Background: an optimization exercise with open tools, aiming at small area, a short achievable clock period and few clock cycles per item. Do not read the settings as production practice. In this exercise RTL edits were held to simulation tests only and were not proved equivalent to the original. Power and IR drop assume default switching activity.

$ cat run.sh
#!/bin/bash
# synth_recipe.tcl (not shown) runs the flow's synth.tcl, then flattens the netlist and writes it again
# the make line also repeats each setting of config.mk as NAME=value (left out here)
make -C /OpenROAD-flow-scripts/flow DESIGN_CONFIG=/design/flow/config.mk WORK_HOME=/design/flow/orfs CLKGATE_MAP_FILE= SYNTH_SCRIPT=/design/flow/synth_recipe.tcl finish
$ cat config.mk
export PLATFORM = sky130hd
export DESIGN_NAME = gray_histogram
export DESIGN_NICKNAME = gray_histogram
export VERILOG_FILES = /design/flow/design.v
export SDC_FILE = /design/flow/constraint.sdc
export NUM_CORES = 4
export LEC_CHECK = 0
export CAP_MARGIN = 20
export CORE_MARGIN = 2
export CORE_UTILIZATION = 33
export CTS_BUF_LIST = sky130_fd_sc_hd__clkbuf_8
export CTS_CLUSTER_DIAMETER = 40
export CTS_CLUSTER_SIZE = 20
export SETUP_SLACK_MARGIN = 2.75
export SLEW_MARGIN = 20
export SYNTH_MEMORY_MAX_BITS = 8192
$ cat constraint.sdc
create_clock -name core_clock -period 6.0 [get_ports {clock}]
set_input_delay 1.2000 -clock core_clock [delete_from_list [all_inputs] [get_ports {clock}]]
set_output_delay 1.2000 -clock core_clock [all_outputs]
set_load 0.01 [all_outputs]
$ cat design.v
package gray_histogram_pkg;
  localparam int NUM_BINS = 256;
  localparam int NUM_PIX  = 256 * 256;
  localparam int LO_W       = 12;
  localparam int HI_ENTRIES = NUM_PIX >> LO_W;
endpackage
import gray_histogram_pkg::*;
module histogram_predec
#(
  parameter int W = 3
) (
  input  logic           en,
  input  logic [W-1:0]   a,
  output logic [2**W-1:0] y
);
  for (genvar k = 0; k < 2**W; k++) begin : g_y
    assign y[k] = en && a == W'(k);
  end
endmodule
module histogram_bin_ram
#(
  parameter int LW = 12,
  parameter int AW = 8,
  parameter int GW = 2    
) (
  input  logic          clock,
  input  logic          clr,
  input  logic          we,
  input  logic [AW-1:0] wr_addr,
  input  logic [LW-1:0] wr_data,
  input  logic          rd_sel,     
  input  logic [AW-1:0] rd_addr_a,  
  input  logic [AW-1:0] rd_addr_b,
  output logic [LW-1:0] rd_data     
);
  localparam int NB = 1 << AW;
  localparam int NG = 1 << GW;
  localparam int GS = NB / NG;
  localparam int W0 = 3;
  localparam int W1 = AW - W0 - GW;
  logic [LW-1:0] mem [NB];
  logic [LW-1:0] wd;
  logic [LW-1:0] grp_q [NG];
  logic [NB-1:0] word;
  assign wd = clr ? '0 : wr_data;
  for (genvar i = 0; i < NB; i++) begin : g_bin
    always_ff @(posedge clock) begin
      if (clr || (we && wr_addr == AW'(i))) mem[i] <= wd;
    end
  end
  logic [2**W0-1:0] a0, b0;
  logic [2**W1-1:0] a1, b1;
  logic [NG-1:0]    a2, b2;
  histogram_predec #(.W(W0)) u_pa0 (.en(1'b1),    .a(rd_addr_a[W0-1:0]),        .y(a0));
  histogram_predec #(.W(W1)) u_pa1 (.en(1'b1),    .a(rd_addr_a[W0+W1-1:W0]),    .y(a1));
  histogram_predec #(.W(GW)) u_pa2 (.en(rd_sel),  .a(rd_addr_a[AW-1:W0+W1]),    .y(a2));
  histogram_predec #(.W(W0)) u_pb0 (.en(1'b1),    .a(rd_addr_b[W0-1:0]),        .y(b0));
  histogram_predec #(.W(W1)) u_pb1 (.en(1'b1),    .a(rd_addr_b[W0+W1-1:W0]),    .y(b1));
  histogram_predec #(.W(GW)) u_pb2 (.en(!rd_sel), .a(rd_addr_b[AW-1:W0+W1]),    .y(b2));
  for (genvar i = 0; i < NB; i++) begin : g_word
    localparam int I0 = i % (2**W0);
    localparam int I1 = (i / (2**W0)) % (2**W1);
    localparam int I2 = i / (2**(W0+W1));
    assign word[i] = (a0[I0] && a1[I1] && a2[I2]) || (b0[I0] && b1[I1] && b2[I2]);
  end
  for (genvar g = 0; g < NG; g++) begin : g_grp
    logic [LW-1:0] sel;
    always_comb begin
      sel = '0;
      for (int j = 0; j < GS; j++)
        sel |= {LW{word[g * GS + j]}} & mem[g * GS + j];
    end
    always_ff @(posedge clock) grp_q[g] <= sel;
  end
  always_comb begin
    rd_data = '0;
    for (int g = 0; g < NG; g++) rd_data |= grp_q[g];
  end
endmodule
module histogram_hi_table
#(
  parameter int HW = 5,
  parameter int NE = 16,
  parameter int AW = 8
) (
  input  logic          clock,
  input  logic          clr,
  input  logic          we,
  input  logic [AW-1:0] wr_addr,
  input  logic [HW-1:0] wr_data,
  input  logic [AW-1:0] rd_addr,
  output logic [HW-1:0] rd_data
);
  logic [AW-1:0] tag [NE];
  logic [HW-1:0] hi  [NE];
  logic [NE-1:0] used, wmatch, first_free, wsel;
  always_comb begin
    logic seen;
    seen = 1'b0;
    for (int e = 0; e < NE; e++) begin
      used[e]       = |hi[e];
      wmatch[e]     = used[e] && tag[e] == wr_addr;
      first_free[e] = !used[e] && !seen;
      seen          = seen | !used[e];
    end
    wsel = (|wmatch) ? wmatch : first_free;
  end
  for (genvar e = 0; e < NE; e++) begin : g_ent
    always_ff @(posedge clock) begin
      if (clr) begin
        hi[e] <= '0;
      end else if (we && wsel[e]) begin
        tag[e] <= wr_addr;
        hi[e]  <= wr_data;
      end
    end
  end
  always_comb begin
    rd_data = '0;
    for (int e = 0; e < NE; e++)
      rd_data |= {HW{used[e] && tag[e] == rd_addr}} & hi[e];
  end
endmodule
import gray_histogram_pkg::*;
module gray_histogram
#(
  parameter int IMG_W  = 256,
  parameter int IMG_H  = 256,
  parameter int ADDR_W = 16,
  parameter int PIX_W  = 8,
  parameter int CNT_W  = 17
) (
  input  logic              clock,
  input  logic              reset,
  input  logic              io_start,
  output logic              io_busy,
  output logic              io_done,
  output logic [ADDR_W-1:0] io_gray_addr,
  input  logic [PIX_W-1:0]  io_gray_data,
  input  logic [PIX_W-1:0]  io_hist_addr,
  output logic [CNT_W-1:0]  io_hist_data
);
  localparam int N    = IMG_W * IMG_H;
  localparam int HI_W = CNT_W - LO_W;
  logic             go;         
  logic             fetch;      
  logic             clr;        
  logic             v0, v1, v2, v3;
  logic             z1, z2;     
  logic [PIX_W-1:0] p1, p2, p3;
  logic             h1, h2;     
  logic [CNT_W-1:0] f1, f2;     
  logic [CNT_W-1:0] rd;
  logic [CNT_W-1:0] base, inc;
  logic [LO_W-1:0]  lo_rd;
  logic [HI_W-1:0]  hi_rd, hi_q;
  assign go = !io_busy && !io_done && io_start;
  always_ff @(posedge clock) begin
    if (reset) begin
      io_busy      <= 1'b0;
      io_done      <= 1'b0;
      fetch        <= 1'b0;
      clr          <= 1'b0;
      v0           <= 1'b0;
      v1           <= 1'b0;
      v2           <= 1'b0;
      v3           <= 1'b0;
      io_gray_addr <= '0;
    end else begin
      clr <= go;
      v0  <= go || fetch;
      v1  <= v0;
      v2  <= v1;
      v3  <= v2;
      if (go) begin
        io_busy <= 1'b1;
        fetch   <= 1'b1;
      end
      if (go || fetch) begin
        io_gray_addr <= io_gray_addr + 1'b1;
        if (io_gray_addr == ADDR_W'(N - 1)) fetch <= 1'b0;
      end
      if (v2 && !v1) begin
        io_busy <= 1'b0;
        io_done <= 1'b1;
      end
      if (io_done && !io_start) io_done <= 1'b0;
    end
  end
  always_ff @(posedge clock) begin
    hi_q <= hi_rd;
    p1   <= io_gray_data;
    z1   <= clr;
    rd   <= io_hist_data;
    p2   <= p1;
    z2   <= z1;
    h1   <= v1 && v2 && p1 == p2;
    h2   <= v1 && v3 && p1 == p3;
    p3   <= p2;
    f1   <= inc;
    f2   <= f1;
  end
  assign io_hist_data = {hi_q, lo_rd};
  assign base = h1 ? f1 : h2 ? f2 : z2 ? '0 : rd;
  assign inc  = base + CNT_W'(1);
  histogram_bin_ram #(
    .LW(LO_W),
    .AW(PIX_W)
  ) u_bins (
    .clock  (clock),
    .clr    (clr),
    .we     (v2),
    .wr_addr(p2),
    .wr_data(inc[LO_W-1:0]),
    .rd_sel   (v0),
    .rd_addr_a(io_gray_data),
    .rd_addr_b(io_hist_addr),
    .rd_data  (lo_rd)
  );
  histogram_hi_table #(
    .HW(HI_W),
    .NE(HI_ENTRIES),
    .AW(PIX_W)
  ) u_hi (
    .clock  (clock),
    .clr    (clr),
    .we     (v2 && inc[LO_W-1:0] == '0),
    .wr_addr(p2),
    .wr_data(inc[CNT_W-1:LO_W]),
    .rd_addr(v0 ? io_gray_data : io_hist_addr),
    .rd_data(hi_rd)
  );
endmodule
==> results of run 1 <==
report_power, final:
group	internal [mW]	leakage, nW	switching, mW
registers	30.3	32.0	0.785
logic	1.35	16.1	4.91
clock network	9.36	4.97	10.1
total	41.0	53.1	15.8
kinds of logic (layout without fill, tap and decap cells):
family                   after synthesis  after routing  synth area share
flip-flops                          3436           3436            0.7763
AO/OA/AOI/OAI                       2146           2146            0.1308
AND/OR/NAND/NOR                     1232           1239           0.05052
buffers and inverters                474           1718           0.01490
XOR/XNOR                             298            298           0.02010
multiplexers                          89             89          0.007091
adder cells (fa/ha/maj)                3              3         0.0002891
other                                  0             34                 0
repair_timing:
item	4_1_cts	5_1_grt
gates resized for setup	521	187
cloned	14	8
pin swaps	76	70
setup buffers	185	89
endpoints found under the setup margin	5012	1623
worst max-delay path, delay by kind of cell, from the launching register on:
family	cells	cell delay, ns
and+or+nand+nor	1	0.69
buffers and inverters	1	0.19
DFF	1	0.42
synthesized netlist by cell type, drive strengths merged, types with 54 or more instances:
master  count  share of area
nand3     109         0.0055
mux2i      89         0.0071
a22o      431          0.029
xor2      203          0.014
buf        78         0.0034
nand4     199         0.0096
nor3       54         0.0021
dfxtp     236          0.036
a21o      160         0.0092
nand2     431          0.013
nor2      109         0.0033
o22ai     256          0.012
clkbuf    384          0.011
a221oi    431          0.029
a22oi     716          0.041
xnor2      95         0.0064
nor4       88         0.0044
edfxtp   3200           0.74
o21bai     96         0.0055
nand2b     89         0.0043
worst min path at each step:
stage / start / to / slack (ns) / cells past startpoint
2_1_floorplan: z1 / z2 / 0.31 / 0
3_3_place_gp: z1 / z2 / 0.31 / 0
3_5_place_dp: z1 / z2 / 0.32 / 0
4_1_cts: z1 / z2 / 0.33 / 0
5_1_grt: io_gray_data[1] / p1[1] / 0.33 / 1
6_report: io_gray_data[4] / p1[4] / 0.32 / 1
layout make-up:
type                    count  area share
diodes                     34   0.0005411
clock buffers             424     0.03711
clock inverters           355     0.02565
inverters                  12   0.0003103
multi-input cells        3775      0.1967
flip-flops and latches   3436      0.6420
well taps                5220     0.04154
repair buffers            927     0.05617
flip-flops by register name (all words and copies together), names as in the netlist, 5 cells and up:
| register | count |
|---|---|
| u_bins.mem | 3072 |
| u_hi.tag | 128 |
| u_hi.hi | 80 |
| u_bins.grp_q | 48 |
| f1 | 17 |
| f2 | 17 |
| rd | 17 |
| io_gray_addr | 16 |
| p1 | 8 |
| p2 | 8 |
| p3 | 8 |
| hi_q | 5 |
layer usage:
layer	vias up	global-route usage	wire length, um
met2	8676	0.4126	248100
met1	45910	0.3506	201900
met5	-	0	180
met3	2037	0.1030	91100
met4	24	0.1793	46220
li1	33681	-	-
through the flow:
step	power [mW]	worst slack [ns]
after floorplan	33.46	1.228
after global placement	36.50	0.5656
after detailed placement	36.74	0.6002
after CTS	56.16	2.309
after global routing	57.83	2.355
final	56.86	2.296
==> results.txt, run 1 <==
Startpoint Class: flip-flop
Num CTS Buffers: 412
wire per inst: 41.42 um
Fin Clk Skew: 0.1048 ns
Root Driver: clkbuf_8
endpoints failing setup: 0
CP Cell Sequence: or4_4, buf_6
PD cells: 361.6 mW/mm^2
vias in the first global route: 84042
max_cap viols: 0
GRT Total Usage: 0.2813
RR Startpoint: v0
placed cells: 13074
worst-margin pin slew: 1.240 ns
setup TNS: 0 ns
die height: 631.3 um
WL final: 587400 um
EDFF count, synth: 3200
min-delay worst type: input port to flip-flop
Final Hold Viols: 0
Post-route DRC: 0
Min Hold Slack: 0.3164 ns
placed inst area: 0.1419 sq mm
GR Overflow Total: 0
Die Area: 0.3986 sq mm
final slew viol count: 0
nets@finish: 8586
Slew HR: 0.1731
RSZ-0062 raised after global routing: yes
Netlist cell types: 70
Yosys reg bits: 3436
Crit path arrival time: 2.50 ns
commonest non-fill, non-tap cell in the layout: edfxtp_1
fraction of layout cells with a size suffix above 1: 0.2623
Design Area, Final: 0.1572 sq mm
CTS clk-pin slew, worst paths: 0.08 ns
clock latency on the worst-skew pair: 1.23 ns
register area: 0.1009 sq mm
Critical Path Sink: io_hist_data[6]
# IOs: 54
routability cong.: 1.024
Fillers: 35066
Tcrit/Tclk final: 0.6173
CP Class: flip-flop to output port
via count: 90328
first-pass GRT wire length: 761700 um
core area: 0.3922 sq mm
Synth Flop Type: edfxtp_1
Crit Path Max Fanout: 2
clk sinks: 3436
largest net degree at the start of global routing: 136
syn avg cell area: 16.91 sq um
slowest cell on the critical path: or4_4
synth warn: 7
reg2reg end: u_bins.grp_q[2][0]
min cycle time layout: 3.704 ns
setup slack, reg-to-reg: 2.57 ns
synthesized cell area: 0.1299 sq mm
fin util: 0.4009
Post-CTS Hold Fix Bufs: 0
row count: 230
# port buffers: 53
syn_nets: 7700
static leakage: 53.14 nW
sequential area share after synthesis: 0.7763
CP startpoint: u_bins.grp_q[0][6]
Mapped Cells: 7678
Worst EP required: 4.80 ns
Initial Util: 0.3311
Peak VDD IR: 292.2 uV
drt pass-1 iters: 14
CTS tree: built
ys async rst share: 0
CP peak stage delay: 0.69 ns
Final HPWL DP: 366500 um
FF-to-FF path depth: 10
fin cells: 14183
initial antenna violation count: 43
Iter 0 DRT Violations: 17144
Max H-tree Level: 5
Routed Antenna Nets: 0
multi-input logic area: 0.03093 sq mm
FMAX: 270.0 MHz
crit path capture type: output port
vias per std cell: 6.369
commonest cells after routing, fill and taps aside: edfxtp_1, a22oi_1, buf_4, a22o_1, clkbuf_8
area grow syn2layout: 21.07%
CTS Buffer Depth: 4
status: finished clean
Die X: 631.3 um
Testbench counts, summed over its fixed seeds: cycles 526,360, images 8.
==> run 2, diff against run 1 <==
--- a/config.mk
+++ b/config.mk
@@ -13,3 +13,3 @@
 export CTS_CLUSTER_SIZE = 20
-export SETUP_SLACK_MARGIN = 2.75
+export SETUP_SLACK_MARGIN = 3.0
 export SLEW_MARGIN = 20
==> results.txt, run 2 <==
nets@finish: 9387 (+9.3%)
syn avg cell area: 16.91 sq um (unchanged)
core area: 0.3922 sq mm (unchanged)
biggest regs: u_bins.mem (3072), u_hi.tag (128), u_hi.hi (80)
WL final: 660400 um (+12%)
Slew HR: 0.1955 (+0.02238)
Iter 0 DRT Violations: 20718 (+21%)
setup TNS: 0 ns (unchanged)
hold path cells: 0 (-1)
clk sinks: 3436 (unchanged)
min cycle time layout: 3.697 ns (-0.006820 ns)
clock latency on the worst-skew pair: 1.26 ns (+0.03 ns)
FF-to-FF path depth: 13 (+3)
Startpoint Class: flip-flop
Hold Path Origin: z1
via count: 99349 (+10%)
EDFF count, synth: 3200 (unchanged)
synth warn: 7 (unchanged)
Peak VDD IR: 285.9 uV (-2.2%)
Tcrit/Tclk final: 0.6162 (-0.001137)
drt pass-1 iters: 7 (-7)
max reg flops: 3072 (unchanged)
Initial Util: 0.3311 (unchanged)
Total Power: 61.93 mW (+8.9%)
register name with the most flops: u_bins.mem
Die X: 631.3 um (unchanged)
Fin Clk Skew: 0.1233 ns (+0.01851 ns)
final slew viol count: 0 (unchanged)
Max H-tree Level: 5 (unchanged)
commonest non-fill, non-tap cell in the layout: edfxtp_1
first-pass GRT wire length: 808000 um (+6.1%)
min-delay worst type: flip-flop to flip-flop
Synth Flop Type: edfxtp_1
max_cap viols: 0 (unchanged)
FMAX: 270.5 MHz (+0.18%)
fraction of layout cells with a size suffix above 1: 0.3715 (+0.1092)
PD cells: 353.2 mW/mm^2 (-2.3%)
CTS clk-pin slew, worst paths: 0.08 ns (about the same)
setup slack, reg-to-reg: 2.51 ns (-0.06 ns)
Root Driver: clkbuf_8
most common cell in the netlist: edfxtp_1
dpl ws: 0.6002 ns (unchanged)
largest net degree at the start of global routing: 136 (unchanged)
final setup margin: 2.303 ns (+0.006820 ns)
Final HPWL DP: 366500 um (unchanged)
Die Area: 0.3986 sq mm (unchanged)
# port buffers: 53 (unchanged)
RSZ-0062 raised after global routing: yes
row count: 230 (unchanged)
worst-margin pin slew: 1.207 ns (-0.03357 ns)
top post-synthesis cells by count: edfxtp_1, a22oi_1, a221oi_1, a22o_1, nand2_1
fin util: 0.4471 (+0.04619)
share of the synthesized area in the top cell type: 0.7399 (unchanged)
Mapped Cells: 7678 (unchanged)
hold path endpoint: z2
vias in the first global route: 87870 (+4.6%)
syn_nets: 7700 (unchanged)
commonest cells after routing, fill and taps aside: edfxtp_1, buf_4, a22oi_1, clkbuf_8, a22o_1
Fillers: 33092 (-5.6%)
Final Hold Viols: 0 (unchanged)
RR Startpoint: v0
Routed Antenna Nets: 0 (unchanged)
CTS Buffer Depth: 4 (unchanged)
GRT Total Usage: 0.3001 (+0.01883)
wire per inst: 43.99 um (+6.2%)
Post-route DRC: 0 (unchanged)
Netlist cell types: 70 (unchanged)
GR Overflow Total: 0 (unchanged)
reg2reg end: u_bins.grp_q[2][11]
area grow syn2layout: 35.02%
Crit path arrival time: 2.50 ns (about the same)
largest cells by area after synthesis: edfxtp_1, a22oi_1, dfxtp_1
Crit Path Max Fanout: 2 (unchanged)
crit path capture type: output port
sequential area share after synthesis: 0.7763 (unchanged)
# IOs: 54 (unchanged)
initial antenna violation count: 77 (+79%)
vias per std cell: 6.618 (+3.9%)
die height: 631.3 um (unchanged)
leading area contributor after synthesis: edfxtp_1
Num CTS Buffers: 412 (unchanged)
Worst EP required: 4.80 ns (about the same)
CP Class: flip-flop to output port
synthesized cell area: 0.1299 sq mm (unchanged)
status: finished clean
CTS tree: built
routability cong.: 1.024 (unchanged)
Yosys reg bits: 3436 (unchanged)
endpoints failing setup: 0 (unchanged)
ys async rst share: 0 (unchanged)
static leakage: 60.72 nW (+14%)
## run 2: cell types whose count changed in the layout (fill, tap and decap cells not counted), sizes merged
cell,change
buf,+729
bufbuf,+2
clkbuf,+73
clkdlybuf4s15,+19
diode,+28
dlygate4sd2,-22
## run 2: where the power goes
| part | total [mW] | internal [mW] | switching (mW) |
|---|---|---|---|
| Sequential | 31.2 | 30.3 | 0.894 |
| Combinational | 11.1 | 4.16 | 6.95 |
| Clock | 19.6 | 9.36 | 10.3 |
| Total | 61.9 | 43.8 | 18.1 |
## run 2: what timing repair did
action / 4_1_cts / 5_1_grt
gates cloned: 119 / 142
hold buffers: 0 / 0
pin swaps: 181 / 313
buffers inserted: 504 / 332
gates resized for setup: 1340 / 845
endpoints found under the setup margin: 5771 / 2544
## run 2: stage by stage
step                area [sq um]  std cells  hold WS, ns
global placement          141600      13065       0.3140
global route              175200      14962       0.3492
CTS                       165100      14476       0.3306
finish                    175400      15012       0.3283
detailed placement        141900      13074       0.3185
floorplan                 130000       7678       0.3095
## run 2: cell type report
type,instances,area (sq um),share of cell area
clock buffers,424,5836,0.03328
well taps,5220,6531,0.03725
inverters,12,48.80,0.0002783
repair buffers,1728,22880,0.1305
flip-flops and latches,3436,101000,0.5758
diodes,62,155.1,0.0008848
clock inverters,355,4033,0.02300
multi-input cells,3775,34910,0.1991
## run 2: worst max-delay path by stage
stage / from / endpoint / slack [ns] / depth (start not counted)
floorplan: h2 / u_bins.mem[0][8] / 1.23 / 10
global placement: io_gray_data[7] / u_bins.grp_q[1][0] / 0.57 / 9
detailed placement: io_gray_data[7] / u_bins.grp_q[1][0] / 0.60 / 9
CTS: u_bins.grp_q[0][6] / io_hist_data[6] / 2.31 / 2
global route: u_bins.grp_q[2][10] / io_hist_data[10] / 2.36 / 2
finish: u_bins.grp_q[0][6] / io_hist_data[6] / 2.30 / 2
## run 2: critical path, cell delays in order, from the launching register on
cell and delay (ns):
dfxtp_4 0.41, or4_4 0.69, buf_6 0.19
## run 2: per-layer routing
layer	track usage	wire length [um]	up-vias	share of wire
li1	-	-	35443	-
met1	0.3649	210300	49234	0.32
met2	0.4291	267700	11505	0.41
met3	0.1255	116600	3125	0.18
met4	0.2128	64830	42	0.098
met5	0.0001208	858	-	0.0013
## run 2: cells by family after synthesis
group | Yosys count | synth area share
XOR/XNOR | 298 | 0.02010
flip-flops | 3436 | 0.7763
adder cells (fa/ha/maj) | 3 | 0.0002891
AO/OA/AOI/OAI | 2146 | 0.1308
buffers and inverters | 474 | 0.01490
multiplexers | 89 | 0.007091
AND/OR/NAND/NOR | 1232 | 0.05052

## separate check: timing with driven ports
No port has a modelled driver above. Below, the same layouts with a new extraction and two added sets of constraints.
Step 1: set_driving_cell puts a clkbuf_16 on clock and a buf_2 on each other input, an assumption about the parent block.
Step 2 adds t to the input delays and takes it off the output delays; t is the mean of the earliest and latest rising clock arrival at the registers after step 1. Input paths then give back, and output paths get back, about the clock's delay inside the block.
Slacks: no drivers / after step 1 / after step 2; pairs: no drivers / after step 1.
| run | t, ns | setup slack, ns | hold WS [ns] | slew at the worst register clock pin (ns) | worst data-port slew with drivers (ns) |
|---|---|---|---|---|---|
| run 1 | 1.280 | 2.296 / 2.185 / 1.207 | 0.316 / 0.328 / 0.328 | 0.10 / 0.10 | 0.25 |
| run 2 | 1.286 | 2.303 / 2.198 / 1.224 | 0.328 / 0.328 / 0.328 | 0.12 / 0.12 | 0.26 |
After both steps setup and hold are still met in every run listed. The setup slack of run 1, which loses most, moves by -0.111 ns with the drivers and by -1.089 ns with both steps.
